What follows belongs to an exercise in optimizing a design on an open flow for small area, a short achievable clock period and few clock cycles per item; a production flow would make more cautious choices. At most, simulation tests tie the RTL to the original design; equivalence was not proved. For run 4, only the layout was checked, not whether the RTL still works. Power is estimated from default activity; no workload was simulated.

==> flow/design.v <==
package ospfb_pkg;
  localparam int SAMPLE_W = 16;
  localparam int COEFF_W  = 8;
  localparam int ACC_W    = 21;
  localparam int OUT_W    = 18;
  typedef logic signed [SAMPLE_W-1:0] sample_t;
  typedef logic signed [COEFF_W-1:0]  coeff_t;
  typedef logic signed [ACC_W-1:0]    acc_t;
  typedef logic signed [OUT_W-1:0]    out_t;
  localparam int OUT_MAX = (1 << (OUT_W - 1)) - 1;
  localparam int OUT_MIN = -(1 << (OUT_W - 1));
  localparam int DIG_W = 5;
endpackage
`timescale 1ns/1ns
import ospfb_pkg::*;
module ospfb_ctrl #(
  parameter int FFT_LEN = 32,
  parameter int DEC_FAC = 24,
  parameter int PTAPS   = 4,
  localparam int BR_W   = $clog2(FFT_LEN)
) (
  input  logic                     clk,
  input  logic                     rst_n,
  input  logic                     in_valid,
  output logic                     in_ready,
  output logic [FFT_LEN-1:0]       wsel,
  output logic                     commit,
  output logic                     late,
  output logic                     beat_valid,
  output logic                     beat_last,
  output logic [PTAPS*DIG_W-1:0]   beat_dig,
  output logic                     frame_start
);
  localparam int NCOEF = FFT_LEN * PTAPS;
  logic [DIG_W-1:0] dig_tab [NCOEF];
  for (genvar k = 0; k < NCOEF; k++) begin : g_coef
    localparam int H  = ((3 * k) % 11) - 5;
    localparam int B  = (H >= 3) ? 1 : ((H <= -3) ? -1 : 0);
    localparam int A  = H - 4 * B;
    assign dig_tab[k] = {A != 0, (A == 2) || (A == -2), A < 0, B != 0, B < 0};
  end
  logic [4:0]  koff;
  logic [4:0]  rres;     
  logic [4:0]  rres_m1;  
  logic        rd_act;
  logic        end_q;    
  logic        ok;
  logic        chk_q;    
  logic        fresh;
  logic [1:0]  g2;       
  logic [2:0]  gs;       
  logic [4:0]  prd_p1;   
  logic [2:0]  frs;      
  logic signed [6:0] dw;  
  logic signed [6:0] da;  
  logic [FFT_LEN-1:0] pvr;     
  logic [4:0]  apos;     
  logic [4:0]  wres;
  logic [4:0]  ares;
  logic [4:0]  ares_p1;
  logic        inv;
  logic        nrdy_q;   
  logic        accept;
  logic        end_sw;
  logic        start_rd;
  logic [4:0]  koff_n;
  logic [4:0]  rres_n;
  logic        rd_n;
  logic [1:0]  g2_n;
  logic [2:0]  gs_n;
  logic [2:0]  frs_n;
  logic signed [6:0] dw_n;
  logic [4:0]  age0;     
  logic        le_0, le_24, le_m24;
  logic        pv1_n, le_a, le_b, late_s, late_c, late_n;
  logic signed [7:0] dwi;
  logic [4:0]  age1_n;
  logic        wr_next;
  logic [4:0]  wpos_q;   
  logic        pv_nx;      
  logic        commit_n;
  logic [7:0]  x0, x1;
  logic        chk_n;
  logic        free_0, free_1;
  logic        rdy_0, rdy_1;
  logic [4:0]  p_n;
  logic [4:0]  wpos;
  logic [PTAPS*DIG_W-1:0] dig_n, dig_c, dig_s;
  assign accept   = in_valid && !nrdy_q;
  assign end_sw   = end_q;
  assign start_rd = end_sw && ((ok && chk_q) || (!dw[6] && gs < 3'd2));
  assign koff_n = fresh ? 5'd6  : koff + 5'd1;
  assign rres_n = fresh ? 5'd17 : rres_m1;
  assign rd_n   = end_sw ? start_rd : rd_act;
  assign g2_n   = g2 + 2'(start_rd);
  assign gs_n   = (start_rd && gs != 3'd5) ? gs + 3'd1 : gs;
  assign frs_n  = start_rd ? gs : frs;
  assign le_0     = $signed({dw[6], dw}) <= $signed({3'b000, age0});
  assign le_24    = ($signed({dw[6], dw}) - 8'sd24) <= $signed({3'b000, age0});
  assign le_m24   = ($signed({dw[6], dw}) + 8'sd24) <= $signed({3'b000, age0});
  assign pv1_n    = pvr[2] || wsel[1];
  assign dwi      = $signed({dw[6], dw}) + $signed({7'b0, inv});
  assign age1_n   = fresh ? 5'(5'd15 + 5'(inv)) : 5'(age0 + 5'd1 + 5'(inv));
  assign le_a     = dwi <= $signed({3'b000, age1_n});
  assign le_b     = (dwi + 8'sd24) <= $signed({3'b000, age1_n});
  assign late_s   = pv1_n && le_a && gs <= 3'd1;
  assign late_c   = pv1_n && (((koff_n == 5'd31) || end_sw || !rd_act) ? (le_a && gs <= 3'd1) : (le_b && gs <= 3'd2));
  assign late_n   = start_rd ? late_s : late_c;
  assign pv_nx    = (pvr[1] && !late) || wsel[0];
  assign dw_n     = dw + 7'(inv) - (start_rd ? 7'sd24 : 7'sd0);
  assign wr_next  = inv && (age0 == 5'd31);
  assign commit_n = !fresh && pv_nx &&
                    (wr_next ? (start_rd ? (dw < 7'sd24) : dw[6]) : (start_rd ? le_24 : le_0));
  assign x0 = 8'(dw) + 8'(inv) + 8'(5'({2'(3 * g2), 3'b000} + koff + 5'd1));
  assign x1 = 8'(dw) + 8'(inv) - 8'd24 + 8'({2'(3 * (g2 + 2'd1)), 3'b000});
  assign chk_n = start_rd ? !x1[7] : !x0[7];
  assign free_0 = !pvr[apos] || (commit && apos == 5'd0) || ((late || commit_n) && apos == 5'd1);
  assign free_1 = !pvr[5'(apos - 5'd1)] || (commit && apos == 5'd1) || ((late || commit_n) && apos == 5'd2);
  assign rdy_0 = free_0 && (fresh || apos[0])  && (start_rd ? (da < 7'sd48) : (da < 7'sd24));
  assign rdy_1 = free_1 && (fresh || !apos[0]) && (start_rd ? (da < 7'sd47) : (da < 7'sd23));
  assign wpos = 5'(rres_n - 5'd1 - ares);
  assign wsel = inv ? (FFT_LEN'(1) << wpos_q) : '0;
  function automatic logic [PTAPS*DIG_W-1:0] beat_digits(input logic [4:0] p, input logic [2:0] f);
    logic [7:0] thr;
    case (f)
      3'd0:    thr = 8'd24;
      3'd1:    thr = 8'd48;
      3'd2:    thr = 8'd72;
      3'd3:    thr = 8'd96;
      3'd4:    thr = 8'd120;
      default: thr = 8'd255;
    endcase
    for (int t = 0; t < PTAPS; t++) begin
      if ((8'(32 * t) + 8'(p)) >= thr)
        beat_digits[t*DIG_W +: DIG_W] = '0;
      else
        beat_digits[t*DIG_W +: DIG_W] = dig_tab[t*FFT_LEN + int'(p)];
    end
  endfunction
  assign dig_c = beat_digits(prd_p1, frs);
  assign dig_s = beat_digits({2'(3 * g2), 3'b000}, gs);
  assign dig_n = start_rd ? dig_s : dig_c;
  assign p_n   = start_rd ? {2'(3 * g2), 3'b000} : prd_p1;
  always_ff @(posedge clk or negedge rst_n) begin
    if (!rst_n) begin
      rd_act      <= 1'b0;
      end_q       <= 1'b0;
      ok          <= 1'b0;
      chk_q       <= 1'b0;
      fresh       <= 1'b1;
      g2          <= '0;
      gs          <= '0;
      dw          <= -7'sd24;
      da          <= -7'sd24;
      pvr         <= '0;
      late        <= 1'b0;
      apos        <= 5'd17;
      age0        <= 5'd15;
      wres        <= '0;
      ares        <= '0;
      ares_p1     <= 5'd1;
      inv         <= 1'b0;
      in_ready    <= 1'b0;
      nrdy_q      <= 1'b1;
      beat_valid  <= 1'b0;
      beat_last   <= 1'b0;
      frame_start <= 1'b0;
    end else begin
      rd_act   <= rd_n;
      end_q    <= (koff_n == 5'd31);
      ok       <= fresh ? 1'b0 : (end_sw ? 1'b1 : (ok && chk_q));
      chk_q    <= chk_n;
      if (accept) fresh <= 1'b0;
      g2       <= g2_n;
      gs       <= gs_n;
      dw       <= dw_n;
      da       <= da + 7'(accept) - (start_rd ? 7'sd24 : 7'sd0);
      pvr      <= wsel | {pvr[0] && !commit, pvr[FFT_LEN-1:2], pvr[1] && !late};
      late     <= late_n;
      age0     <= age1_n;
      apos     <= 5'((fresh ? 5'd18 : apos) - 5'd1 - 5'(accept));
      wres     <= wres + 5'(inv);
      if (accept) begin
        ares    <= ares_p1;
        ares_p1 <= ares_p1 + 5'd1;
      end
      inv      <= accept;
      in_ready <= accept ? rdy_1 : rdy_0;
      nrdy_q   <= !(accept ? rdy_1 : rdy_0);
      beat_valid  <= rd_n;
      beat_last   <= rd_n && (koff_n == 5'd31);
      frame_start <= rd_n && (koff_n == 5'd0);
    end
  end
  always_ff @(posedge clk) begin
    koff    <= koff_n;
    wpos_q  <= wpos;
    rres    <= rres_n;
    rres_m1 <= rres_n - 5'd1;
    prd_p1  <= p_n + 5'd1;
    frs     <= frs_n;
    commit  <= commit_n;
  end
  always_ff @(posedge clk) begin
    beat_dig <= dig_n;
  end
endmodule
`timescale 1ns/1ns
import ospfb_pkg::*;
module pfb_delay_line #(
  parameter int FFT_LEN = 32,
  parameter int PTAPS   = 4
) (
  input  logic                      clk,
  input  logic [FFT_LEN-1:0]        wsel,      
  input  logic [SAMPLE_W-1:0]       wdata,
  input  logic                      commit,    
  input  logic                      late,      
  output logic [PTAPS*SAMPLE_W-1:0] taps_data  
);
  localparam int CW = PTAPS * SAMPLE_W;
  localparam int SW = SAMPLE_W;
  logic [FFT_LEN*CW-1:0] tap;
  logic [FFT_LEN*SW-1:0] pend;
  always_ff @(posedge clk) begin
    for (int k = 0; k < FFT_LEN; k += 2) begin
      logic pol;
      pol = ((k + 1) >> 1) & 1;
      pend[k*SW +: SW]     <= wsel[k] ? (wdata ^ {SW{pol}}) : ~pend[(k+1)*SW +: SW];
      pend[(k+1)*SW +: SW] <= pend[((k+2)%FFT_LEN)*SW +: SW];
    end
    for (int k = 1; k < FFT_LEN - 1; k++) begin
      tap[k*CW +: CW]  <= tap[(k+1)*CW +: CW];
    end
    tap[CW-1:2*SW] <= tap[CW+CW-1:CW+2*SW];
    tap[2*SW-1:0]  <= late ? {tap[CW+SW-1:CW], ~pend[SW+SW-1:SW]} : tap[CW+2*SW-1:CW];
    tap[(FFT_LEN-1)*CW +: CW]  <= commit ? {tap[CW-SW-1:0], pend[SW-1:0]} : tap[CW-1:0];
  end
  assign taps_data = tap[CW-1:0];
endmodule
`timescale 1ns/1ns
import ospfb_pkg::*;
module pfb_mac #(
  parameter int PTAPS = 4
) (
  input  logic                      clk,
  input  logic                      rst_n,
  input  logic                      beat_valid,
  input  logic                      beat_last,
  input  logic [PTAPS*DIG_W-1:0]    beat_dig,
  input  logic [PTAPS*SAMPLE_W-1:0] taps_data,
  output logic                      acc_valid,
  output ospfb_pkg::acc_t           acc,
  output logic                      acc_last
);
  localparam int W = ACC_W;
  localparam int NV = 2 * PTAPS + 1;
  logic [W-1:0] v [NV];
  logic [2:0]   nb;
  localparam logic [W-1:0] K_SIGN = W'(-(PTAPS * (1 << (SAMPLE_W)) + PTAPS * (1 << (SAMPLE_W + 1))));
  always_comb begin
    nb = '0;
    for (int t = 0; t < PTAPS; t++) begin
      logic [SAMPLE_W-1:0] x;
      logic a_nz, a_two, a_neg, b_nz, b_neg;
      logic [SAMPLE_W:0]   ma;
      logic [SAMPLE_W-1:0] mb;
      x = taps_data[t*SAMPLE_W +: SAMPLE_W];
      {a_nz, a_two, a_neg, b_nz, b_neg} = beat_dig[t*DIG_W +: DIG_W];
      if (a_two)      ma = {x, 1'b0};
      else if (a_nz)  ma = {x[SAMPLE_W-1], x};
      else            ma = '0;
      ma = ma ^ {(SAMPLE_W+1){a_neg}};
      mb = (b_nz ? x : '0) ^ {SAMPLE_W{b_neg}};
      v[2*t]   = W'({~ma[SAMPLE_W], ma[SAMPLE_W-1:0]});
      v[2*t+1] = W'({~mb[SAMPLE_W-1], mb[SAMPLE_W-2:0], 1'b0, a_neg});
      nb = nb + 3'(b_neg);
    end
    v[NV-1] = K_SIGN | W'({nb, 2'b00});
  end
  function automatic logic [2*W-1:0] csa(input logic [W-1:0] a, input logic [W-1:0] b, input logic [W-1:0] c);
    logic [W-1:0] s, cy;
    s  = a ^ b ^ c;
    cy = ((a & b) | (a & c) | (b & c)) << 1;
    csa = {cy, s};
  endfunction
  logic [W-1:0] s1, c1, s2, c2, s3, c3, s4, c4, s5, c5, s6, c6, s7, c7;
  logic [W-1:0] sum;
  always_comb begin
    {c1, s1} = csa(v[0], v[1], v[2]);
    {c2, s2} = csa(v[3], v[4], v[5]);
    {c3, s3} = csa(v[6], v[7], v[8]);
    {c4, s4} = csa(s1, c1, s2);
    {c5, s5} = csa(c2, s3, c3);
    {c6, s6} = csa(s4, c4, s5);
  end
  logic [W-1:0] s_q, c_q, e_q;
  logic         v_q, l_q;
  always_comb begin
    {c7, s7} = csa(s_q, c_q, e_q);
    sum = s7 + c7;
  end
  always_ff @(posedge clk or negedge rst_n) begin
    if (!rst_n) begin
      v_q       <= 1'b0;
      l_q       <= 1'b0;
      acc_valid <= 1'b0;
      acc_last  <= 1'b0;
    end else begin
      v_q       <= beat_valid;
      l_q       <= beat_valid && beat_last;
      acc_valid <= v_q;
      acc_last  <= l_q;
    end
  end
  always_ff @(posedge clk) begin
    s_q <= s6;
    c_q <= c6;
    e_q <= c5;
    acc <= sum;
  end
endmodule
`timescale 1ns/1ns
import ospfb_pkg::*;
module pfb_out_stage (
  input  logic clk,
  input  logic rst_n,
  input  logic acc_valid,
  input  ospfb_pkg::acc_t acc,
  input  logic acc_last,
  output logic out_valid,
  output ospfb_pkg::out_t out_data,
  output logic out_last,
  output logic out_sat
);
  logic clip;
  assign clip = (acc[ACC_W-1:OUT_W-1] != '0) && (acc[ACC_W-1:OUT_W-1] != '1);
  always_ff @(posedge clk or negedge rst_n) begin
    if (!rst_n) begin
      out_valid <= 1'b0;
      out_last  <= 1'b0;
      out_sat   <= 1'b0;
    end else begin
      out_valid <= acc_valid;
      out_last  <= acc_valid && acc_last;
      out_sat   <= acc_valid && clip;
    end
  end
  always_ff @(posedge clk) begin
    if (clip) out_data <= acc[ACC_W-1] ? OUT_W'(OUT_MIN) : OUT_W'(OUT_MAX);
    else      out_data <= acc[OUT_W-1:0];
  end
endmodule
`timescale 1ns/1ns
import ospfb_pkg::*;
module ospfb_top #(
  parameter int FFT_LEN = 32,
  parameter int DEC_FAC = 24,
  parameter int PTAPS   = 4,
  localparam int BR_W   = $clog2(FFT_LEN)
) (
  input  logic    clk,
  input  logic    rst_n,
  input  logic    in_valid,
  input  ospfb_pkg::sample_t in_data,
  output logic    in_ready,
  output logic    out_valid,
  output ospfb_pkg::out_t    out_data,
  output logic    out_last,
  output logic    out_sat,
  output logic    frame_start
);
  logic [SAMPLE_W-1:0]       in_q;
  logic [FFT_LEN-1:0]        wsel;
  logic                      commit;
  logic                      late;
  logic                      beat_valid;
  logic                      beat_last;
  logic [PTAPS*DIG_W-1:0]    beat_dig;
  logic [PTAPS*SAMPLE_W-1:0] taps_data;
  logic                      acc_valid;
  ospfb_pkg::acc_t           acc;
  logic                      acc_last;
  always_ff @(posedge clk) begin
    in_q <= in_data;
  end
  ospfb_ctrl #(
    .FFT_LEN(FFT_LEN),
    .DEC_FAC(DEC_FAC),
    .PTAPS  (PTAPS)
  ) i_ctrl (
    .clk        (clk),
    .rst_n      (rst_n),
    .in_valid   (in_valid),
    .in_ready   (in_ready),
    .wsel       (wsel),
    .commit     (commit),
    .late       (late),
    .beat_valid (beat_valid),
    .beat_last  (beat_last),
    .beat_dig   (beat_dig),
    .frame_start(frame_start)
  );
  pfb_delay_line #(
    .FFT_LEN(FFT_LEN),
    .PTAPS  (PTAPS)
  ) i_delay_line (
    .clk      (clk),
    .wsel     (wsel),
    .wdata    (in_q),
    .commit   (commit),
    .late     (late),
    .taps_data(taps_data)
  );
  pfb_mac #(
    .PTAPS(PTAPS)
  ) i_mac (
    .clk       (clk),
    .rst_n     (rst_n),
    .beat_valid(beat_valid),
    .beat_last (beat_last),
    .beat_dig  (beat_dig),
    .taps_data (taps_data),
    .acc_valid (acc_valid),
    .acc       (acc),
    .acc_last  (acc_last)
  );
  pfb_out_stage i_out_stage (
    .clk      (clk),
    .rst_n    (rst_n),
    .acc_valid(acc_valid),
    .acc      (acc),
    .acc_last (acc_last),
    .out_valid(out_valid),
    .out_data (out_data),
    .out_last (out_last),
    .out_sat  (out_sat)
  );
endmodule
==> flow/flow/run.sh <==
#!/bin/bash
# Layout flow: the standard flow (standard.sh, unchanged synthesis) with
# two repair settings changed: timing repair aims below the clock period
# (a larger setup margin), and ports are buffered with buf_4 cells.
# make's full output goes to run_make.log in the work folder.
set -euo pipefail
cd "$(dirname "$0")/.."
MARGIN=${MARGIN:-5.9}
bash standard.sh \
  "SETUP_SLACK_MARGIN=${MARGIN}" \
  "BUFFER_PORTS_ARGS=-buffer_cell sky130_fd_sc_hd__buf_4" \
  finish > run_make.log 2>&1
test -f out/final.def
==> flow/standard.sh <==
#!/bin/bash
# synth_recipe.tcl (not shown) runs the flow's synth.tcl, then flattens the netlist and writes it again
# the make line also repeats each setting of config.mk as NAME=value (left out here)
make -C /OpenROAD-flow-scripts/flow DESIGN_CONFIG=/design/flow/config.mk WORK_HOME=/design/flow/orfs CLKGATE_MAP_FILE= SYNTH_SCRIPT=/design/flow/synth_recipe.tcl "${@:-finish}"
==> flow/config.mk <==
export PLATFORM = sky130hd
export DESIGN_NAME = ospfb_top
export DESIGN_NICKNAME = ospfb_top
export VERILOG_FILES = /design/flow/design.v
export SDC_FILE = /design/flow/constraint.sdc
export NUM_CORES = 4
export LEC_CHECK = 0
export ABC_CLOCK_PERIOD_IN_PS = 2500
export CAP_MARGIN = 20
export CORE_MARGIN = 2
export CORE_UTILIZATION = 45
export CTS_CLUSTER_DIAMETER = 150
export CTS_CLUSTER_SIZE = 28
export SLEW_MARGIN = 20
==> flow/constraint.sdc <==
create_clock -name core_clock -period 9.0 [get_ports {clk}]
set_input_delay 1.8000 -clock core_clock [delete_from_list [all_inputs] [get_ports {clk}]]
set_output_delay 1.8000 -clock core_clock [all_outputs]
set_load 0.01 [all_outputs]
==> report_table.html, run 1 <==
<table>
<tr><th>Metric</th><th>Value</th></tr>
<tr><th colspan="2">Clock network</th></tr>
<tr><td>H-tree depth reported by CTS</td><td>3</td></tr>
<tr><td>CTS buffer count</td><td>110</td></tr>
<tr><td>Reg clk slew, reported paths</td><td>0.11 ns</td></tr>
<tr><td>Source-to-sink clock delay at the later pin of the worst-skew pair</td><td>0.74 ns</td></tr>
<tr><td>TritonCTS clock tree</td><td>yes</td></tr>
<tr><td># clock sinks</td><td>2803</td></tr>
<tr><td>Clock Path Buffers</td><td>3</td></tr>
<tr><td>Root buffer selected by CTS</td><td>sky130_fd_sc_hd__clkbuf_16</td></tr>
<tr><th colspan="2">Worst setup path</th></tr>
<tr><td>Setup slack, reg-to-reg</td><td>6.01 ns</td></tr>
<tr><td>Critical path class</td><td>flop to output port</td></tr>
<tr><td>Crit start category</td><td>flop</td></tr>
<tr><td>Depth of the worst register-to-register path</td><td>6</td></tr>
<tr><td>CP Cell Sequence</td><td>buf_6</td></tr>
<tr><td>CP endpoint kind</td><td>output port</td></tr>
<tr><td>Required time of the critical path</td><td>7.20 ns</td></tr>
<tr><td>Maximum fanout count along the critical path</td><td>1</td></tr>
<tr><td>Peak per-stage delay on the critical path</td><td>0.41 ns</td></tr>
<tr><td>Number of stages on the worst setup path</td><td>1</td></tr>
<tr><td>Slowest cell on the critical path</td><td>sky130_fd_sc_hd__dfrtp_1</td></tr>
<tr><td>Capturing point of the worst reg2reg path</td><td>i_mac.s_q[11]</td></tr>
<tr><td>Data arrival at the endpoint of the critical path</td><td>1.28 ns</td></tr>
<tr><td>Worst Path Buf+Inv</td><td>1</td></tr>
<tr><td>Worst r2r src</td><td>i_ctrl.beat_dig[12]</td></tr>
<tr><td>Category of cells accounting for the largest share of critical-path delay</td><td>flip-flops</td></tr>
<tr><th colspan="2">Min path</th></tr>
<tr><td>Worst hold endpoint</td><td>i_delay_line.pend[368]</td></tr>
<tr><td>Hold WC Path Type</td><td>flop to flop</td></tr>
<tr><td>Count of cells along the worst hold path</td><td>0</td></tr>
<tr><td>Start point of the worst hold path</td><td>i_delay_line.pend[384]</td></tr>
<tr><th colspan="2">Power and ir drop</th></tr>
<tr><td>Total design power</td><td>27700 µW</td></tr>
<tr><td>Switching pwr</td><td>7960 µW</td></tr>
<tr><td>Net switching share of the total power</td><td>28.7%</td></tr>
<tr><td>Comb power frac</td><td>22.1%</td></tr>
<tr><td>Clock network fraction of total power</td><td>20.5%</td></tr>
<tr><td>Sequential group share of total power</td><td>57.4%</td></tr>
<tr><td>Int Power</td><td>19700 µW</td></tr>
<tr><td>IR drop worst, VDD</td><td>0.000193 V</td></tr>
<tr><td>Static power due to leakage</td><td>0.0320 µW</td></tr>
<tr><td>Total power per unit cell area</td><td>359 nW/µm²</td></tr>
<tr><th colspan="2">Synth</th></tr>
<tr><td>Portion of the post-synthesis area used by sequential elements</td><td>79.1%</td></tr>
<tr><td>Number of register bits inferred by synthesis</td><td>2803</td></tr>
<tr><td>Mux contribution to synthesized area</td><td>3.74%</td></tr>
<tr><td>Combinational family with the most area after synthesis</td><td>adder cells</td></tr>
<tr><td>Share of the synthesized area in compound gates (AO/OA/AOI/OAI)</td><td>4.06%</td></tr>
<tr><td>Number of distinct library cells after synthesis</td><td>80</td></tr>
<tr><td>Count of synthesis-stage warnings from yosys</td><td>7</td></tr>
<tr><td>Most area-hungry cell type in the Yosys netlist</td><td>sky130_fd_sc_hd__dfxtp_1</td></tr>
<tr><td>Leading register cell type out of synthesis</td><td>sky130_fd_sc_hd__dfxtp_1</td></tr>
<tr><td>Library cell with the highest instance count after synthesis</td><td>sky130_fd_sc_hd__dfxtp_1</td></tr>
<tr><td>Netlist area before placement</td><td>71600 µm²</td></tr>
<tr><td>Largest cells by area after synthesis</td><td>sky130_fd_sc_hd__dfxtp_1 76%, sky130_fd_sc_hd__fa_1 2.9%, sky130_fd_sc_hd__dfrtp_1 2.6%</td></tr>
<tr><td>Adder-Cell Fraction of Synth Area</td><td>5.09%</td></tr>
<tr><td>Most common library cells after synthesis</td><td>2711 x sky130_fd_sc_hd__dfxtp_1, 283 x sky130_fd_sc_hd__nand2_1, 202 x sky130_fd_sc_hd__nor2_1, 190 x sky130_fd_sc_hd__a21oi_1, 161 x sky130_fd_sc_hd__inv_1</td></tr>
<tr><td>Synth top area share</td><td>75.8%</td></tr>
<tr><td>Net Count, Synth</td><td>5159</td></tr>
<tr><td>Area fraction in and, or, nand and nor cells after synthesis</td><td>3.82%</td></tr>
<tr><td>Number of enable-type register cells in the synthesized netlist</td><td>3</td></tr>
<tr><td>Synthesized-area fraction occupied by xor and xnor cells</td><td>2.41%</td></tr>
<tr><td>Avg Cell Area, Syn</td><td>14.6 µm²</td></tr>
<tr><td>Proportion of synthesized flip-flops having asynchronous set or reset</td><td>3.18%</td></tr>
<tr><td>Synthesized instance count</td><td>4910</td></tr>
<tr><th colspan="2">Floorplanning</th></tr>
<tr><td>Row count</td><td>146</td></tr>
<tr><td>Die width</td><td>403 µm</td></tr>
<tr><td>Initial standard-cell utilization of the core</td><td>45.2%</td></tr>
<tr><td>Floorplan core area</td><td>158000 µm²</td></tr>
<tr><td>Number of placed I/O pins</td><td>42</td></tr>
<tr><td>Die Ht</td><td>403 µm</td></tr>
<tr><td>Die area</td><td>162000 µm²</td></tr>
<tr><th colspan="2">Cells and area</th></tr>
<tr><td>Final Instance Count excl. Fillers</td><td>7015</td></tr>
<tr><td>Fin util</td><td>48.7%</td></tr>
<tr><td>Relative area change from synthesis to final layout</td><td>7.74%</td></tr>
<tr><td>Net count of the finished layout</td><td>5170</td></tr>
<tr><td>Filler cell count</td><td>13600</td></tr>
<tr><td>Share of cells above drive strength 1</td><td>7.12%</td></tr>
<tr><th colspan="2">STA</th></tr>
<tr><td>Minimum period implied by the final worst setup slack</td><td>3.08 ns</td></tr>
<tr><td>Worst-case clock skew</td><td>0.0312 ns</td></tr>
<tr><td>Number of setup violations in the final report</td><td>0</td></tr>
<tr><td>Post-route clock period utilization</td><td>34.2%</td></tr>
<tr><td>Timing-limited maximum frequency</td><td>325 MHz</td></tr>
<tr><td>Slew at the pin closest to its max-slew limit</td><td>1.05 ns</td></tr>
<tr><td>Total count of hold-check failures in the final report</td><td>0</td></tr>
<tr><td>Setup repair after global routing missed its margin</td><td>yes</td></tr>
<tr><td>Tightest slew margin relative to the limit</td><td>30.1%</td></tr>
<tr><td>Post-route setup TNS</td><td>0 ns</td></tr>
<tr><td>Count of final max-slew check failures</td><td>0</td></tr>
<tr><th colspan="2">Detailed routing</th></tr>
<tr><td>Drt pass-1 iters</td><td>5</td></tr>
<tr><td>Total wire length after detailed routing</td><td>105000 µm</td></tr>
<tr><td>Top metal layer carrying routed signals</td><td>met4</td></tr>
<tr><td>Number of DRC violations after detailed routing</td><td>0</td></tr>
<tr><td>M1 WL</td><td>55700 µm</td></tr>
<tr><td>Number of violations reported at the end of detailed-routing iteration 0</td><td>1814</td></tr>
<tr><td>Overall via count from detail_route</td><td>31000</td></tr>
<tr><td>Met3 wirelength from detailed routing</td><td>3910 µm</td></tr>
<tr><td>Met2 wire len</td><td>42200 µm</td></tr>
<tr><td>Post-DRT Antenna Nets</td><td>0</td></tr>
<tr><td>Average vias per placed instance</td><td>4.42</td></tr>
<tr><td>Wire per inst</td><td>14.9 µm</td></tr>
<tr><th colspan="2">Global routing</th></tr>
<tr><td>Largest net degree at the start of global routing</td><td>54</td></tr>
<tr><td>Initial antenna violation count</td><td>4</td></tr>
<tr><td>Vias in the first global route</td><td>30000</td></tr>
<tr><td>Overall overflow remaining after global route</td><td>0</td></tr>
<tr><td>Total GRT Usage</td><td>12.9%</td></tr>
<tr><td>First-pass GRT wire length</td><td>168000 µm</td></tr>
<tr><th colspan="2">Placed design</th></tr>
<tr><td>Quantity of I/O buffers inserted on ports</td><td>41</td></tr>
<tr><td>Placed wire-length estimate</td><td>67600 µm</td></tr>
<tr><td>Global placer's final weighted congestion</td><td>0.827</td></tr>
<tr><td>Placed instance count</td><td>6872</td></tr>
<tr><th colspan="2">Flow run</th></tr>
<tr><td>Number of max-capacitance violations reported</td><td>0</td></tr>
<tr><th colspan="2">Run status</th></tr>
<tr><td>Status</td><td>no timing/DRC/antenna violations</td></tr>
</table>
metal layers:
metal | GRT usage [%] | vias to the layer above
li1 | - | 15700
met1 | 19.8 | 14800
met2 | 18.5 | 387
met3 | 2.33 | 160
met4 | 3.88 | 0
met5 | 0 | -
worst max-delay path by stage:
stage	startpoint	endpoint	slack (ns)
floorplan	in_valid	i_ctrl.da[6]	5.86
global placement	i_ctrl.beat_dig[10]	i_mac.s_q[3]	5.38
detailed placement	i_ctrl.beat_dig[10]	i_mac.s_q[3]	5.46
CTS	i_ctrl.in_ready	in_ready	5.83
global route	i_ctrl.inv	i_ctrl.late	5.83
finish	i_ctrl.in_ready	in_ready	5.92
worst reg2reg max path, cell delays in order, from the launching register on:
cell,delay [ns]
sky130_fd_sc_hd__dfxtp_1,1.02
sky130_fd_sc_hd__xor2_1,0.24
sky130_fd_sc_hd__fa_1,0.57
sky130_fd_sc_hd__inv_1,0.05
sky130_fd_sc_hd__fa_1,0.47
sky130_fd_sc_hd__inv_1,0.05
sky130_fd_sc_hd__fa_1,0.47
cells in the final DEF, fill, tap and decap left out, drive strengths merged, types with 10 or more instances in the layout:
cell type  count
dfxtp       2711
nand2        283
nor2         204
a21oi        190
inv          165
mux2i        133
o21ai        131
ha           128
clkbuf       128
xnor2        116
fa           102
mux2          83
xor2          81
dfrtp         74
buf           66
a21o          35
nand2b        22
nor3          21
nand3         19
nor2b         17
mux4          17
o21bai        15
dfstp         15
a211oi        12
or2           11
o21a          11
o22ai         11
nand4         10
logic make-up after synthesis:
group           Yosys count
simple gates            631
flops                  2803
compound gates          485
buf+inv                 331
xor+xnor                197
fa+ha+maj               230
mux                     233
power groups by stage:
stage / logic [µW] / registers (µW) / clock network [µW]
6_report: 6130 / 15900 / 5680
5_1_grt: 7030 / 16100 / 6350
4_1_cts: 6120 / 16000 / 5920
3_5_place_dp: 6090 / 16200 / 0
3_3_place_gp: 5940 / 16200 / 0
2_1_floorplan: 4750 / 15500 / 0
flip-flops by register name (all words and copies together), names as in the netlist, 2 cells and up:
name / cells
i_ctrl.age0: 5
i_ctrl.apos: 5
i_ctrl.ares: 5
i_ctrl.ares_p1: 5
i_ctrl.beat_dig: 20
i_ctrl.da: 7
i_ctrl.dw: 7
i_ctrl.frs: 3
i_ctrl.g2: 2
i_ctrl.gs: 3
i_ctrl.koff: 5
i_ctrl.prd_p1: 5
i_ctrl.pvr: 32
i_ctrl.rres_m1: 5
i_ctrl.wpos_q: 5
i_delay_line.pend: 512
i_delay_line.tap: 2048
i_mac.acc: 21
i_mac.c_q: 19
i_mac.e_q: 17
i_mac.s_q: 19
i_out_stage.out_data: 18
in_q: 16
per-stage QoR:
stage / area, µm² / hold WS, ns / setup WS, ns
2_1_floorplan: 71600 / 0.310 / 5.86
3_3_place_gp: 74000 / 0.309 / 5.38
3_5_place_dp: 74000 / 0.312 / 5.46
4_1_cts: 77000 / 0.307 / 5.83
5_1_grt: 77100 / 0.310 / 5.83
6_report: 77100 / 0.311 / 5.92
final cells by class:
| cell class | instances | area (µm²) | area share, % |
|---|---|---|---|
| clock inverters | 5 | 65.1 | 0.0844 |
| clock buffers | 128 | 2890 | 3.75 |
| multi-input cells | 1776 | 13800 | 17.8 |
| well taps | 2072 | 2590 | 3.36 |
| diodes | 1 | 2.50 | 0.00325 |
| repair buffers | 66 | 522 | 0.677 |
| inverters | 164 | 623 | 0.808 |
| flip-flops and latches | 2803 | 56700 | 73.5 |
what timing repair did:
| item | in CTS | in global routing |
|---|---|---|
| setup endpoints to repair | 39 | 38 |
| hold buffers | 0 | 0 |
| setup buffers | 0 | 7 |
| cloned | 0 | 0 |
| resized for setup | 18 | 18 |
Testbench counts, summed over its fixed seeds: cycles 12,528, items 12,288.
==> run 2: changes to the inputs <==
--- a/flow/config.mk
+++ b/flow/config.mk
@@ -6,5 +6,5 @@
 export NUM_CORES = 4
 export LEC_CHECK = 0
-export ABC_CLOCK_PERIOD_IN_PS = 2500
+export ABC_CLOCK_PERIOD_IN_PS = 3000
 export CAP_MARGIN = 20
 export CORE_MARGIN = 2
==> run 2 against run 1 <==
Against the previous run:
- maximum frequency is the same
- highest routed layer unchanged
- total power is the same
- core utilization is the same
- critical endpoint unchanged
- synthesized area is the same
- largest cell class unchanged
- clock skew is the same
==> report_table.html, run 2 <==
<table>
<tr><th>Metric</th><th>Value</th></tr>
<tr><th colspan="2">Run status</th></tr>
<tr><td>Status</td><td>no timing/DRC/antenna violations</td></tr>
<tr><th colspan="2">Worst setup path</th></tr>
<tr><td>Crit start category</td><td>flop</td></tr>
<tr><td>Maximum fanout count along the critical path</td><td>1</td></tr>
<tr><td>Category of cells accounting for the largest share of critical-path delay</td><td>flip-flops</td></tr>
<tr><td>Peak per-stage delay on the critical path</td><td>0.41 ns</td></tr>
<tr><td>Timing startpoint of the critical path</td><td>i_ctrl.in_ready</td></tr>
<tr><td>Slowest cell on the critical path</td><td>sky130_fd_sc_hd__dfrtp_1</td></tr>
<tr><td>Required time of the critical path</td><td>7.20 ns</td></tr>
<tr><td>Number of stages on the worst setup path</td><td>1</td></tr>
<tr><td>Depth of the worst register-to-register path</td><td>6</td></tr>
<tr><td>Worst r2r src</td><td>i_ctrl.beat_dig[12]</td></tr>
<tr><td>CP endpoint kind</td><td>output port</td></tr>
<tr><td>Worst Path Buf+Inv</td><td>1</td></tr>
<tr><td>Data arrival at the endpoint of the critical path</td><td>1.28 ns</td></tr>
<tr><td>CP Cell Sequence</td><td>buf_6</td></tr>
<tr><td>Critical path class</td><td>flop to output port</td></tr>
<tr><th colspan="2">STA</th></tr>
<tr><td>Number of setup violations in the final report</td><td>0</td></tr>
<tr><td>Post-route clock period utilization</td><td>34.2%</td></tr>
<tr><td>Post-route worst hold slack</td><td>0.311 ns</td></tr>
<tr><td>Tightest slew margin relative to the limit</td><td>30.1%</td></tr>
<tr><td>Count of final max-slew check failures</td><td>0</td></tr>
<tr><td>Timing-limited maximum frequency</td><td>325 MHz</td></tr>
<tr><td>Slew at the pin closest to its max-slew limit</td><td>1.05 ns</td></tr>
<tr><td>Total count of hold-check failures in the final report</td><td>0</td></tr>
<tr><td>Worst-case clock skew</td><td>0.0312 ns</td></tr>
<tr><td>Setup repair after global routing missed its margin</td><td>yes</td></tr>
<tr><td>Post-route worst setup slack</td><td>5.92 ns</td></tr>
<tr><td>Post-route setup TNS</td><td>0 ns</td></tr>
<tr><td>Minimum period implied by the final worst setup slack</td><td>3.08 ns</td></tr>
<tr><th colspan="2">Clock network</th></tr>
<tr><td># clock sinks</td><td>2803</td></tr>
<tr><td>TritonCTS clock tree</td><td>yes</td></tr>
<tr><td>Source-to-sink clock delay at the later pin of the worst-skew pair</td><td>0.74 ns</td></tr>
<tr><td>Reg clk slew, reported paths</td><td>0.11 ns</td></tr>
<tr><td>Root buffer selected by CTS</td><td>sky130_fd_sc_hd__clkbuf_16</td></tr>
<tr><td>CTS buffer count</td><td>110</td></tr>
<tr><td>Clock Path Buffers</td><td>3</td></tr>
<tr><td>Number of hold buffers added after CTS</td><td>0</td></tr>
<tr><td>H-tree depth reported by CTS</td><td>3</td></tr>
<tr><th colspan="2">Detailed routing</th></tr>
<tr><td>Wire per inst</td><td>14.9 µm</td></tr>
<tr><td>Overall via count from detail_route</td><td>31000</td></tr>
<tr><td>Number of violations reported at the end of detailed-routing iteration 0</td><td>1814</td></tr>
<tr><td>Number of DRC violations after detailed routing</td><td>0</td></tr>
<tr><td>Drt pass-1 iters</td><td>5</td></tr>
<tr><td>Average vias per placed instance</td><td>4.42</td></tr>
<tr><td>Post-DRT Antenna Nets</td><td>0</td></tr>
<tr><td>Total wire length after detailed routing</td><td>105000 µm</td></tr>
<tr><th colspan="2">Power and ir drop</th></tr>
<tr><td>IR drop worst, VDD</td><td>0.000193 V</td></tr>
<tr><td>Total power per unit cell area</td><td>359 nW/µm²</td></tr>
<tr><td>Static power due to leakage</td><td>0.0320 µW</td></tr>
<tr><th colspan="2">Cells and area</th></tr>
<tr><td>Net count of the finished layout</td><td>5170</td></tr>
<tr><td>Commonest non-fill, non-tap cell in the layout</td><td>sky130_fd_sc_hd__dfxtp_1</td></tr>
<tr><td>Relative area change from synthesis to final layout</td><td>7.74%</td></tr>
<tr><td>Biggest registers after layout</td><td>i_delay_line.tap (2048), i_delay_line.pend (512), i_ctrl.pvr (32)</td></tr>
<tr><td>Share of cells above drive strength 1</td><td>7.12%</td></tr>
<tr><td>Flip-flop count of the largest register after layout</td><td>2048</td></tr>
<tr><td>Largest reg by FF count</td><td>i_delay_line.tap</td></tr>
<tr><td>Most frequent cells in the layout</td><td>2695 x sky130_fd_sc_hd__dfxtp_1, 281 x sky130_fd_sc_hd__nand2_1, 202 x sky130_fd_sc_hd__nor2_1</td></tr>
<tr><th colspan="2">Global routing</th></tr>
<tr><td>Largest net degree at the start of global routing</td><td>54</td></tr>
<tr><td>First-pass GRT wire length</td><td>168000 µm</td></tr>
<tr><td>Overall overflow remaining after global route</td><td>0</td></tr>
<tr><td>Total GRT Usage</td><td>12.9%</td></tr>
<tr><td>Vias in the first global route</td><td>30000</td></tr>
<tr><td>Initial antenna violation count</td><td>4</td></tr>
<tr><th colspan="2">Placed design</th></tr>
<tr><td>Quantity of I/O buffers inserted on ports</td><td>41</td></tr>
<tr><td>Placed wire-length estimate</td><td>67600 µm</td></tr>
<tr><td>Global placer's final weighted congestion</td><td>0.827</td></tr>
<tr><td>Worst slack at placement</td><td>5.46 ns</td></tr>
<tr><th colspan="2">Synth</th></tr>
<tr><td>Most common library cells after synthesis</td><td>2711 x sky130_fd_sc_hd__dfxtp_1, 283 x sky130_fd_sc_hd__nand2_1, 202 x sky130_fd_sc_hd__nor2_1, 190 x sky130_fd_sc_hd__a21oi_1, 161 x sky130_fd_sc_hd__inv_1</td></tr>
<tr><td>Number of register bits inferred by synthesis</td><td>2803</td></tr>
<tr><td>Synth top area share</td><td>75.8%</td></tr>
<tr><td>Proportion of synthesized flip-flops having asynchronous set or reset</td><td>3.18%</td></tr>
<tr><td>Netlist area before placement</td><td>71600 µm²</td></tr>
<tr><td>Avg Cell Area, Syn</td><td>14.6 µm²</td></tr>
<tr><td>Synthesized instance count</td><td>4910</td></tr>
<tr><td>Net Count, Synth</td><td>5159</td></tr>
<tr><td>Library cell with the highest instance count after synthesis</td><td>sky130_fd_sc_hd__dfxtp_1</td></tr>
<tr><td>Count of synthesis-stage warnings from yosys</td><td>7</td></tr>
<tr><td>Number of enable-type register cells in the synthesized netlist</td><td>3</td></tr>
<tr><td>Largest cells by area after synthesis</td><td>sky130_fd_sc_hd__dfxtp_1 76%, sky130_fd_sc_hd__fa_1 2.9%, sky130_fd_sc_hd__dfrtp_1 2.6%</td></tr>
<tr><td>Leading register cell type out of synthesis</td><td>sky130_fd_sc_hd__dfxtp_1</td></tr>
<tr><td>Number of distinct library cells after synthesis</td><td>80</td></tr>
<tr><td>Portion of the post-synthesis area used by sequential elements</td><td>79.1%</td></tr>
<tr><td>Most area-hungry cell type in the Yosys netlist</td><td>sky130_fd_sc_hd__dfxtp_1</td></tr>
<tr><th colspan="2">Min path</th></tr>
<tr><td>Count of cells along the worst hold path</td><td>0</td></tr>
<tr><td>Hold WC Path Type</td><td>flop to flop</td></tr>
<tr><td>Start point of the worst hold path</td><td>i_delay_line.pend[384]</td></tr>
<tr><th colspan="2">Flow run</th></tr>
<tr><td>Number of max-capacitance violations reported</td><td>0</td></tr>
<tr><th colspan="2">Floorplanning</th></tr>
<tr><td>Initial standard-cell utilization of the core</td><td>45.2%</td></tr>
<tr><td>Die Ht</td><td>403 µm</td></tr>
<tr><td>Floorplan core area</td><td>158000 µm²</td></tr>
<tr><td>Die area</td><td>162000 µm²</td></tr>
<tr><td>Die width</td><td>403 µm</td></tr>
<tr><td>Number of placed I/O pins</td><td>42</td></tr>
<tr><td>Row count</td><td>146</td></tr>
</table>
-- run 2: cell counts after synthesis --
Identical to the previous run, type by type.
-- run 2: final cells by class --
type,count,area (µm²)
Fill cell,13600,81100
Sequential cell,2803,56700
Multi-Input combinational cell,1776,13800
Clock buffer,128,2890
Tap cell,2072,2590
Inverter,164,623
Timing Repair Buffer,66,522
Clock inverter,5,65.1
Antenna cell,1,2.50
-- run 2: path summary, 6_finish.rpt --
check	end	slack, ns
worst max-delay path	in_ready	5.92
worst min-delay path	i_delay_line.pend[368]	0.31
worst max register to register	i_mac.s_q[11]	6.01
worst min register to register	i_delay_line.pend[368]	0.31
max in group asynchronous	i_out_stage.out_last	6.78
min in group asynchronous	i_ctrl.pvr[26]	1.08
-- run 2: what timing repair did --
action                                  4_1_cts  5_1_grt
gates resized for setup                      18       18
setup buffers                                 0        7
endpoints found under the setup margin       39       38
-- run 2: kinds of logic (layout without fill, tap and decap cells) --
group | after synthesis | after routing | share of synthesized area [%]
multiplexers | 233 | 233 | 3.74
AND/OR/NAND/NOR | 631 | 631 | 3.82
other | 0 | 1 | 0
AO/OA/AOI/OAI | 485 | 485 | 4.06
buffers and inverters | 331 | 363 | 1.78
adder cells (fa/ha/maj) | 230 | 230 | 5.09
XOR/XNOR | 197 | 197 | 2.41
flip-flops | 2803 | 2803 | 79.1
-- run 2: metrics by stage --
step | utilization (%) | total power, µW | area, µm² | cells
after detailed placement | 46.8 | 22300 | 74000 | 6872
after CTS | 48.7 | 28000 | 77000 | 7005
after floorplan | - | 20300 | 71600 | 4910
after global routing | 48.7 | 29500 | 77100 | 7014
after global placement | 46.8 | 22100 | 74000 | 6872
final | 48.7 | 27700 | 77100 | 7015
-- run 2: layer usage --
metal  GRT usage [%]  vias to the layer above  wire length (µm)  share of wire, %
met5               0                        -                 0                 0
met1            19.8                    14800             55700                53
met3            2.33                      160              3910               3.7
li1                -                    15700                 -                 -
met2            18.5                      387             42200                40
met4            3.88                        0              2730               2.6
-- run 2: report_power, final --
part | leakage [µW] | total [µW] | internal (µW) | switching (µW)
clock network | 0.00145 | 5680 | 2290 | 3390
logic | 0.00713 | 6130 | 2690 | 3440
registers | 0.0234 | 15900 | 14800 | 1130
==> run 3: changes to the inputs <==
--- a/flow/flow/run.sh
+++ b/flow/flow/run.sh
@@ -6,5 +6,5 @@
 set -euo pipefail
 cd "$(dirname "$0")/.."
-MARGIN=${MARGIN:-5.9}
+MARGIN=${MARGIN:-6.2}
 bash standard.sh \
   "SETUP_SLACK_MARGIN=${MARGIN}" \
==> run 3 against run 2 <==
Against the previous run:
- clock-buffer cell count increased by 1
- routed wire length increased by 0.91%
- total power increased by 0.88%
- clock skew increased by 0.012 ns
- worst hold slack improved by 0.0076 ns
- sequential cell count unchanged
- largest cell class unchanged
- combinational power increased by 4.6%
- synthesized area unchanged
- cell count increased by 0.27%
==> report_table.html, run 3 <==
<table>
<tr><th>Metric</th><th>Value</th></tr>
<tr><th colspan="2">Run status</th></tr>
<tr><td>Status</td><td>no timing/DRC/antenna violations</td></tr>
<tr><th colspan="2">Detailed routing</th></tr>
<tr><td>Number of DRC violations after detailed routing</td><td>0</td></tr>
<tr><td>Total wire length after detailed routing</td><td>106000 µm</td></tr>
<tr><td>Average vias per placed instance</td><td>4.44</td></tr>
<tr><td>Number of violations reported at the end of detailed-routing iteration 0</td><td>2008</td></tr>
<tr><td>Wire per inst</td><td>15.0 µm</td></tr>
<tr><td>Overall via count from detail_route</td><td>31200</td></tr>
<tr><td>Post-DRT Antenna Nets</td><td>0</td></tr>
<tr><td>Drt pass-1 iters</td><td>5</td></tr>
<tr><th colspan="2">Cells and area</th></tr>
<tr><td>Biggest registers after layout</td><td>i_delay_line.tap (2048), i_delay_line.pend (512), i_ctrl.pvr (32)</td></tr>
<tr><td>Largest reg by FF count</td><td>i_delay_line.tap</td></tr>
<tr><td>Commonest non-fill, non-tap cell in the layout</td><td>sky130_fd_sc_hd__dfxtp_1</td></tr>
<tr><td>Net count of the finished layout</td><td>5191</td></tr>
<tr><td>Area occupied by multi-input gates</td><td>14000 µm²</td></tr>
<tr><td>Share of cells above drive strength 1</td><td>9.17%</td></tr>
<tr><td>Relative area change from synthesis to final layout</td><td>8.46%</td></tr>
<tr><td>Filler cell count</td><td>13500</td></tr>
<tr><td>Area taken by flip-flops and latches</td><td>56700 µm²</td></tr>
<tr><td>Flip-flop count of the largest register after layout</td><td>2048</td></tr>
<tr><td>Most frequent cells in the layout</td><td>2650 x sky130_fd_sc_hd__dfxtp_1, 280 x sky130_fd_sc_hd__nand2_1, 201 x sky130_fd_sc_hd__nor2_1</td></tr>
<tr><th colspan="2">STA</th></tr>
<tr><td>Slew at the pin closest to its max-slew limit</td><td>1.08 ns</td></tr>
<tr><td>Timing-limited maximum frequency</td><td>325 MHz</td></tr>
<tr><td>Post-route worst hold slack</td><td>0.319 ns</td></tr>
<tr><td>Post-route worst setup slack</td><td>5.92 ns</td></tr>
<tr><td>Tightest slew margin relative to the limit</td><td>28.0%</td></tr>
<tr><td>Minimum period implied by the final worst setup slack</td><td>3.08 ns</td></tr>
<tr><td>Count of final max-slew check failures</td><td>0</td></tr>
<tr><td>Setup repair after global routing missed its margin</td><td>yes</td></tr>
<tr><td>Post-route setup TNS</td><td>0 ns</td></tr>
<tr><td>Number of setup violations in the final report</td><td>0</td></tr>
<tr><td>Post-route clock period utilization</td><td>34.2%</td></tr>
<tr><td>Worst-case clock skew</td><td>0.0436 ns</td></tr>
<tr><td>Total count of hold-check failures in the final report</td><td>0</td></tr>
<tr><th colspan="2">Min path</th></tr>
<tr><td>Count of cells along the worst hold path</td><td>0</td></tr>
<tr><td>Start point of the worst hold path</td><td>i_delay_line.tap[668]</td></tr>
<tr><td>Worst hold endpoint</td><td>i_delay_line.tap[604]</td></tr>
<tr><td>Hold WC Path Type</td><td>flop to flop</td></tr>
<tr><th colspan="2">Worst setup path</th></tr>
<tr><td>Crit start category</td><td>flop</td></tr>
<tr><td>Capturing point of the worst reg2reg path</td><td>i_mac.acc[20]</td></tr>
<tr><td>Data arrival at the endpoint of the critical path</td><td>1.28 ns</td></tr>
<tr><td>CP endpoint kind</td><td>output port</td></tr>
<tr><td>Depth of the worst register-to-register path</td><td>9</td></tr>
<tr><td>Required time of the critical path</td><td>7.20 ns</td></tr>
<tr><td>Peak per-stage delay on the critical path</td><td>0.41 ns</td></tr>
<tr><td>Setup slack, reg-to-reg</td><td>6.13 ns</td></tr>
<tr><td>CP Cell Sequence</td><td>buf_6</td></tr>
<tr><td>Worst Path Buf+Inv</td><td>1</td></tr>
<tr><td>Worst r2r src</td><td>i_mac.e_q[4]</td></tr>
<tr><td>Critical path class</td><td>flop to output port</td></tr>
<tr><td>Slowest cell on the critical path</td><td>sky130_fd_sc_hd__dfrtp_1</td></tr>
<tr><td>Category of cells accounting for the largest share of critical-path delay</td><td>flip-flops</td></tr>
<tr><td>Maximum fanout count along the critical path</td><td>1</td></tr>
<tr><th colspan="2">Synth</th></tr>
<tr><td>Number of enable-type register cells in the synthesized netlist</td><td>3</td></tr>
<tr><td>Avg Cell Area, Syn</td><td>14.6 µm²</td></tr>
<tr><td>Leading register cell type out of synthesis</td><td>sky130_fd_sc_hd__dfxtp_1</td></tr>
<tr><td>Most common library cells after synthesis</td><td>2711 x sky130_fd_sc_hd__dfxtp_1, 283 x sky130_fd_sc_hd__nand2_1, 202 x sky130_fd_sc_hd__nor2_1, 190 x sky130_fd_sc_hd__a21oi_1, 161 x sky130_fd_sc_hd__inv_1</td></tr>
<tr><td>Library cell with the highest instance count after synthesis</td><td>sky130_fd_sc_hd__dfxtp_1</td></tr>
<tr><td>Net Count, Synth</td><td>5159</td></tr>
<tr><td>Number of distinct library cells after synthesis</td><td>80</td></tr>
<tr><td>Count of synthesis-stage warnings from yosys</td><td>7</td></tr>
<tr><td>Portion of the post-synthesis area used by sequential elements</td><td>79.1%</td></tr>
<tr><td>Synth top area share</td><td>75.8%</td></tr>
<tr><td>Netlist area before placement</td><td>71600 µm²</td></tr>
<tr><td>Number of register bits inferred by synthesis</td><td>2803</td></tr>
<tr><td>Most area-hungry cell type in the Yosys netlist</td><td>sky130_fd_sc_hd__dfxtp_1</td></tr>
<tr><td>Synthesized instance count</td><td>4910</td></tr>
<tr><td>Largest cells by area after synthesis</td><td>sky130_fd_sc_hd__dfxtp_1 76%, sky130_fd_sc_hd__fa_1 2.9%, sky130_fd_sc_hd__dfrtp_1 2.6%</td></tr>
<tr><td>Proportion of synthesized flip-flops having asynchronous set or reset</td><td>3.18%</td></tr>
<tr><th colspan="2">Global routing</th></tr>
<tr><td>Initial antenna violation count</td><td>3</td></tr>
<tr><td>Met3 usage in global routing</td><td>2.20%</td></tr>
<tr><td>Met1 track demand over resource in global routing</td><td>20.0%</td></tr>
<tr><td>Largest net degree at the start of global routing</td><td>65</td></tr>
<tr><td>Vias in the first global route</td><td>30000</td></tr>
<tr><td>Gr busiest metal</td><td>met1</td></tr>
<tr><td>First-pass GRT wire length</td><td>168000 µm</td></tr>
<tr><td>Total GRT Usage</td><td>13.0%</td></tr>
<tr><td>Met2 demand-to-capacity share in global routing</td><td>18.7%</td></tr>
<tr><td>Overall overflow remaining after global route</td><td>0</td></tr>
<tr><th colspan="2">Clock network</th></tr>
<tr><td># clock sinks</td><td>2803</td></tr>
<tr><td>Root buffer selected by CTS</td><td>sky130_fd_sc_hd__clkbuf_16</td></tr>
<tr><td>Clock Path Buffers</td><td>3</td></tr>
<tr><td>CTS buffer count</td><td>110</td></tr>
<tr><td>H-tree depth reported by CTS</td><td>3</td></tr>
<tr><td>Reg clk slew, reported paths</td><td>0.11 ns</td></tr>
<tr><td>Source-to-sink clock delay at the later pin of the worst-skew pair</td><td>0.75 ns</td></tr>
<tr><td>TritonCTS clock tree</td><td>yes</td></tr>
<tr><th colspan="2">Placed design</th></tr>
<tr><td>Placed wire-length estimate</td><td>68200 µm</td></tr>
<tr><td>Quantity of I/O buffers inserted on ports</td><td>41</td></tr>
<tr><td>Global placer's final weighted congestion</td><td>0.811</td></tr>
<tr><td>Worst slack at placement</td><td>5.47 ns</td></tr>
<tr><th colspan="2">Power and ir drop</th></tr>
<tr><td>Int Power</td><td>19900 µW</td></tr>
<tr><td>Net switching share of the total power</td><td>28.8%</td></tr>
<tr><td>Total power per unit cell area</td><td>360 nW/µm²</td></tr>
<tr><td>Switching pwr</td><td>8050 µW</td></tr>
<tr><td>Sequential group share of total power</td><td>56.7%</td></tr>
<tr><td>Static power due to leakage</td><td>0.0321 µW</td></tr>
<tr><td>Clock network fraction of total power</td><td>20.3%</td></tr>
<tr><td>Comb power frac</td><td>22.9%</td></tr>
<tr><td>IR drop worst, VDD</td><td>0.000271 V</td></tr>
<tr><th colspan="2">Floorplanning</th></tr>
<tr><td>Die Ht</td><td>403 µm</td></tr>
<tr><td>Row count</td><td>146</td></tr>
<tr><td>Die area</td><td>162000 µm²</td></tr>
<tr><td>Die width</td><td>403 µm</td></tr>
<tr><td>Floorplan core area</td><td>158000 µm²</td></tr>
<tr><td>Initial standard-cell utilization of the core</td><td>45.2%</td></tr>
<tr><td>Number of placed I/O pins</td><td>42</td></tr>
<tr><th colspan="2">Flow run</th></tr>
<tr><td>Number of max-capacitance violations reported</td><td>0</td></tr>
</table>
## run 3: cell counts after synthesis
Identical to the previous run, type by type.
## run 3: per-stage QoR
| step | instances | power, µW | utilization (%) | cell area, µm² |
|---|---|---|---|---|
| 6_report | 7034 | 27900 | 49.1 | 77600 |
| 5_1_grt | 7033 | 29800 | 49.1 | 77600 |
| 4_1_cts | 7015 | 28100 | 48.8 | 77200 |
| 3_5_place_dp | 6874 | 22300 | 46.8 | 74000 |
| 3_3_place_gp | 6874 | 22100 | 46.8 | 74000 |
| 2_1_floorplan | 4910 | 20300 | - | 71600 |
## run 3: what timing repair did
item,in CTS,in global routing
endpoints found under the setup margin,83,78
pin swaps,2,20
hold buffers,0,0
buffers inserted,10,18
resized for setup,84,85
## run 3: worst register-to-register path, stage by stage, from the launching register on
cell and delay (ns):
sky130_fd_sc_hd__dfxtp_1 0.34, sky130_fd_sc_hd__fa_1 0.60, sky130_fd_sc_hd__ha_4 0.23, sky130_fd_sc_hd__nor2b_2 0.17
sky130_fd_sc_hd__o31ai_4 0.30, sky130_fd_sc_hd__a21oi_2 0.13, sky130_fd_sc_hd__o311a_1 0.40, sky130_fd_sc_hd__o2111a_1 0.29
sky130_fd_sc_hd__o22a_1 0.18, sky130_fd_sc_hd__xnor2_1 0.12
## run 3: worst max-delay path by stage
stage	start	end	slack (ns)	depth (start not counted)
after detailed placement	i_ctrl.beat_dig[0]	i_mac.s_q[3]	5.47	10
after global placement	i_ctrl.beat_dig[0]	i_mac.s_q[3]	5.43	10
after floorplan	in_valid	i_ctrl.da[6]	5.86	12
final	i_ctrl.in_ready	in_ready	5.92	1
after global routing	i_ctrl.in_ready	in_ready	5.85	1
after CTS	i_ctrl.in_ready	in_ready	5.83	1
## run 3: cells by family (layout without fill, tap and decap cells)
kind of cell,count (synthesis),count (layout),share of synthesized area (%)
AND/OR/NAND/NOR,631,631,3.82
flip-flops,2803,2803,79.1
buffers and inverters,331,382,1.78
multiplexers,233,233,3.74
other,0,1,0
adder cells (fa/ha/maj),230,230,5.09
XOR/XNOR,197,197,2.41
AO/OA/AOI/OAI,485,485,4.06
## run 3: layout make-up
cell class	count	area share (%)
well taps	2072	3.34
inverters	164	0.808
repair buffers	87	1.03
flip-flops and latches	2803	73.1
multi-input cells	1776	18.0
clock buffers	129	3.72
diodes	1	0.00322
clock inverters	2	0.0355
## run 3: routing by layer
metal / routed length, µm / part of all wire (%)
met1: 56600 / 54
met2: 43300 / 41
met4: 2380 / 2.3
met5: 0 / 0
met3: 3240 / 3.1
## run 3: power by group through the flow
stage	clock (µW)	sequential, µW	combinational (µW)
global route	6350	16100	7340
floorplan	0	15500	4750
global placement	0	16200	5920
detailed placement	0	16200	6070
finish	5680	15900	6410
CTS	5910	15900	6230
==> run 4: changes to the inputs <==
--- a/flow/design.v
+++ b/flow/design.v
@@ -294,11 +294,9 @@
     {c5, s5} = csa(c2, s3, c3);
     {c6, s6} = csa(s4, c4, s5);
+    {c7, s7} = csa(s6, c6, c5);
   end
-  logic [W-1:0] s_q, c_q, e_q;
+  logic [W-1:0] s_q, c_q;
   logic         v_q, l_q;
-  always_comb begin
-    {c7, s7} = csa(s_q, c_q, e_q);
-    sum = s7 + c7;
-  end
+  assign sum = s_q + c_q;
   always_ff @(posedge clk or negedge rst_n) begin
     if (!rst_n) begin
@@ -315,7 +313,6 @@
   end
   always_ff @(posedge clk) begin
-    s_q <= s6;
-    c_q <= c6;
-    e_q <= c5;
+    s_q <= s7;
+    c_q <= c7;
     acc <= sum;
   end
--- a/flow/flow/run.sh
+++ b/flow/flow/run.sh
@@ -6,5 +6,5 @@
 set -euo pipefail
 cd "$(dirname "$0")/.."
-MARGIN=${MARGIN:-6.2}
+MARGIN=${MARGIN:-5.9}
 bash standard.sh \
   "SETUP_SLACK_MARGIN=${MARGIN}" \
==> run 4 against run 3 <==
Against the previous run:
- still clean
- global-route usage up 0.31 points
- total power up 4.0%
- core utilization up 0.22 points
- sequential power about the same
- via count down 0.17%
- sequential cell count down 16
- register-to-register slack worse by 0.42 ns
- worst setup slack worse by 0.21 ns
- first-iteration DRC count down 1.0%
- critical endpoint is now i_mac.s_q[4]
- largest cell class unchanged
- largest power group unchanged
- highest routed layer unchanged
==> report_table.html, run 4 <==
<table>
<tr><th>Metric</th><th>Value</th></tr>
<tr><th colspan="2">Clock network</th></tr>
<tr><td>Root buffer selected by CTS</td><td>sky130_fd_sc_hd__clkbuf_16</td></tr>
<tr><td>H-tree depth reported by CTS</td><td>3</td></tr>
<tr><td>CTS buffer count</td><td>109</td></tr>
<tr><td>Number of hold buffers added after CTS</td><td>0</td></tr>
<tr><td>Clock Path Buffers</td><td>3</td></tr>
<tr><td># clock sinks</td><td>2787</td></tr>
<tr><td>Source-to-sink clock delay at the later pin of the worst-skew pair</td><td>0.76 ns</td></tr>
<tr><td>TritonCTS clock tree</td><td>yes</td></tr>
<tr><th colspan="2">Global routing</th></tr>
<tr><td>Total GRT Usage</td><td>13.3%</td></tr>
<tr><td>Vias in the first global route</td><td>30500</td></tr>
<tr><td>First-pass GRT wire length</td><td>170000 µm</td></tr>
<tr><td>Initial antenna violation count</td><td>3</td></tr>
<tr><td>Overall overflow remaining after global route</td><td>0</td></tr>
<tr><th colspan="2">Power and ir drop</th></tr>
<tr><td>Clock network fraction of total power</td><td>19.3%</td></tr>
<tr><td>Static power due to leakage</td><td>0.0314 µW</td></tr>
<tr><td>Int Power</td><td>20400 µW</td></tr>
<tr><td>Total power per unit cell area</td><td>376 nW/µm²</td></tr>
<tr><td>Switching pwr</td><td>8670 µW</td></tr>
<tr><td>IR drop worst, VDD</td><td>0.000214 V</td></tr>
<tr><th colspan="2">Synth</th></tr>
<tr><td>Leading register cell type out of synthesis</td><td>sky130_fd_sc_hd__dfxtp_1</td></tr>
<tr><td>Most area-hungry cell type in the Yosys netlist</td><td>sky130_fd_sc_hd__dfxtp_1</td></tr>
<tr><td>Synthesized instance count</td><td>4874</td></tr>
<tr><td>Synth top area share</td><td>75.9%</td></tr>
<tr><td>Netlist area before placement</td><td>71100 µm²</td></tr>
<tr><td>Library cell with the highest instance count after synthesis</td><td>sky130_fd_sc_hd__dfxtp_1</td></tr>
<tr><td>Avg Cell Area, Syn</td><td>14.6 µm²</td></tr>
<tr><td>Most common library cells after synthesis</td><td>2695 x sky130_fd_sc_hd__dfxtp_1, 278 x sky130_fd_sc_hd__nand2_1, 207 x sky130_fd_sc_hd__nor2_1, 193 x sky130_fd_sc_hd__a21oi_1, 158 x sky130_fd_sc_hd__inv_1</td></tr>
<tr><td>Number of register bits inferred by synthesis</td><td>2787</td></tr>
<tr><td>Count of synthesis-stage warnings from yosys</td><td>7</td></tr>
<tr><th colspan="2">Detailed routing</th></tr>
<tr><td>Average vias per placed instance</td><td>4.46</td></tr>
<tr><td>Number of violations reported at the end of detailed-routing iteration 0</td><td>1987</td></tr>
<tr><td>Drt pass-1 iters</td><td>7</td></tr>
<tr><td>Wire per inst</td><td>15.3 µm</td></tr>
<tr><td>Overall via count from detail_route</td><td>31200</td></tr>
<tr><td>Post-DRT Antenna Nets</td><td>0</td></tr>
<tr><td>Total wire length after detailed routing</td><td>107000 µm</td></tr>
<tr><th colspan="2">Placed design</th></tr>
<tr><td>Quantity of I/O buffers inserted on ports</td><td>41</td></tr>
<tr><td>Global placer's final weighted congestion</td><td>0.819</td></tr>
<tr><td>Worst slack at placement</td><td>5.01 ns</td></tr>
<tr><td>Placed wire-length estimate</td><td>67400 µm</td></tr>
<tr><th colspan="2">Worst setup path</th></tr>
<tr><td>CP endpoint kind</td><td>flop</td></tr>
<tr><td>Category of cells accounting for the largest share of critical-path delay</td><td>adder cells</td></tr>
<tr><td>Worst r2r src</td><td>i_ctrl.beat_dig[0]</td></tr>
<tr><td>Worst Path Buf+Inv</td><td>4</td></tr>
<tr><td>Maximum fanout count along the critical path</td><td>2</td></tr>
<tr><td>CP Cell Sequence</td><td>ha_4, inv_2, fa_2, inv_2, ha_4, inv_2, fa_1, fa_1, fa_1, inv_2, fa_2</td></tr>
<tr><td>Critical path class</td><td>flop to flop</td></tr>
<tr><td>Data arrival at the endpoint of the critical path</td><td>3.97 ns</td></tr>
<tr><th colspan="2">STA</th></tr>
<tr><td>Count of final max-slew check failures</td><td>0</td></tr>
<tr><td>Minimum period implied by the final worst setup slack</td><td>3.29 ns</td></tr>
<tr><td>Worst-case clock skew</td><td>0.0355 ns</td></tr>
<tr><td>Timing-limited maximum frequency</td><td>304 MHz</td></tr>
<tr><td>Post-route clock period utilization</td><td>36.5%</td></tr>
<tr><td>Slew at the pin closest to its max-slew limit</td><td>1.06 ns</td></tr>
<tr><td>Total count of hold-check failures in the final report</td><td>0</td></tr>
<tr><td>Post-route setup TNS</td><td>0 ns</td></tr>
<tr><th colspan="2">Cells and area</th></tr>
<tr><td>Largest reg by FF count</td><td>i_delay_line.tap</td></tr>
<tr><td>Fin util</td><td>49.3%</td></tr>
<tr><td>Most frequent cells in the layout</td><td>2639 x sky130_fd_sc_hd__dfxtp_1, 272 x sky130_fd_sc_hd__nand2_1, 202 x sky130_fd_sc_hd__nor2_1</td></tr>
<tr><td>Share of cells above drive strength 1</td><td>9.32%</td></tr>
<tr><td>Net count of the finished layout</td><td>5154</td></tr>
<tr><td>Relative area change from synthesis to final layout</td><td>8.56%</td></tr>
<tr><td>Biggest registers after layout</td><td>i_delay_line.tap (2048), i_delay_line.pend (512), i_ctrl.pvr (32)</td></tr>
<tr><th colspan="2">Floorplanning</th></tr>
<tr><td>Number of placed I/O pins</td><td>42</td></tr>
<tr><td>Initial standard-cell utilization of the core</td><td>45.4%</td></tr>
<tr><td>Row count</td><td>145</td></tr>
<tr><td>Floorplan core area</td><td>157000 µm²</td></tr>
<tr><td>Die Ht</td><td>401 µm</td></tr>
<tr><td>Die area</td><td>161000 µm²</td></tr>
<tr><th colspan="2">Flow run</th></tr>
<tr><td>Number of max-capacitance violations reported</td><td>0</td></tr>
<tr><th colspan="2">Run status</th></tr>
<tr><td>Status</td><td>no timing/DRC/antenna violations</td></tr>
</table>
run 4: power groups by stage:
stage	Clock, µW	Sequential, µW	Combinational [µW]
after floorplan	0	15500	5620
after detailed placement	0	16200	7190
after CTS	5860	15900	7590
after global placement	0	16200	6950
final	5620	15900	7570
after global routing	6270	16100	8770
run 4: repair_timing:
| action | CTS | global route |
|---|---|---|
| gates cloned | 0 | 1 |
| resized for setup | 98 | 67 |
| pin swaps | 8 | 26 |
| endpoints found under the setup margin | 65 | 44 |
| setup buffers | 24 | 3 |
run 4: area by class of cell:
cell class                      instances  area [µm²]
Antenna cell                            1        2.50
Clock buffer                          124        2810
Clock inverter                          7        67.6
Fill cell                           13300       79400
Inverter                              161         617
Multi-Input combinational cell       1761       13900
Sequential cell                      2787       56400
Tap cell                             2058        2570
Timing Repair Buffer                   85         836
run 4: final timing paths:
kind,to,slack (ns),cells after the start
setup / recovery,i_mac.s_q[4],5.71,11
max in group asynchronous,i_out_stage.out_sat,6.79,2
min in group asynchronous,i_ctrl.ares[2],1.14,1
hold reg to reg,i_delay_line.tap[324],0.32,0
hold / removal,i_delay_line.tap[324],0.32,0
setup reg to reg,i_mac.s_q[4],5.71,11
run 4: worst reg2reg max path, stage by stage, from the launching register on:
cell                      delay (ns)
sky130_fd_sc_hd__dfxtp_4        0.38
sky130_fd_sc_hd__ha_4           0.26
sky130_fd_sc_hd__inv_2          0.03
sky130_fd_sc_hd__fa_2           0.33
sky130_fd_sc_hd__inv_2          0.07
sky130_fd_sc_hd__ha_4           0.12
sky130_fd_sc_hd__inv_2          0.03
sky130_fd_sc_hd__fa_1           0.49
sky130_fd_sc_hd__fa_1           0.43
sky130_fd_sc_hd__fa_1           0.50
sky130_fd_sc_hd__inv_2          0.04
sky130_fd_sc_hd__fa_2           0.54
run 4: through the flow:
stage | hold WS (ns) | total power, µW | area (µm²) | std cells
after global routing | 0.325 | 31200 | 77200 | 6983
after CTS | 0.317 | 29300 | 76900 | 6978
after floorplan | 0.310 | 21100 | 71200 | 4874
after global placement | 0.310 | 23100 | 73500 | 6822
after detailed placement | 0.312 | 23400 | 73500 | 6823
final | 0.321 | 29100 | 77200 | 6984
run 4: per-layer routing:
layer	wire, µm	global-route usage [%]	vias up
li1	-	-	15600
met1	56100	20.1	15000
met2	44700	19.6	408
met3	3650	2.08	155
met4	2520	3.66	0
met5	0	0	-
run 4: cells by family (layout without fill, tap and decap cells):
logic type | Yosys count | count (layout) | share of synthesized area (%)
simple gates | 618 | 618 | 3.71
compound gates | 473 | 473 | 3.94
mux | 242 | 242 | 3.87
xor+xnor | 198 | 198 | 2.44
fa+ha+maj | 230 | 230 | 5.12
flops | 2787 | 2787 | 79.2
other cells | 0 | 1 | 0
buf+inv | 326 | 377 | 1.75

## re-timing with driven ports
The flow's constraints put no driver on any port. The routed layouts listed below were extracted and timed again, unchanged, in two steps.
Step 1 assumes that a clkbuf_16 drives the clock port and a buf_2 every other input.
Step 2 adds t to the input delays and takes it off the output delays; t is the mean of the earliest and latest rising clock arrival at the registers after step 1. Input paths then give back, and output paths get back, about the clock's delay inside the block.
Slacks: ideal / step 1 / step 2; pairs: ideal / step 1.
run	t (ns)	setup WS [ns]	worst hold slack (ns)	worst setup path after step 2	worst slew at a driven data input, ns
run 1	0.803	5.923 / 5.848 / 5.788	0.311 / 0.311 / 0.311	input to register	0.03
run 2	0.803	5.923 / 5.848 / 5.788	0.311 / 0.311 / 0.311	input to register	0.03
run 3	0.802	5.923 / 5.851 / 5.771	0.319 / 0.319 / 0.319	input to register	0.04
run 4	0.808	5.713 / 5.713 / 5.678	0.321 / 0.321 / 0.321	input to register	0.04
After both steps every run listed still meets setup and hold. For run 3, which loses most, drivers alone change the setup slack by -0.072 ns; drivers and shift together by -0.152 ns.
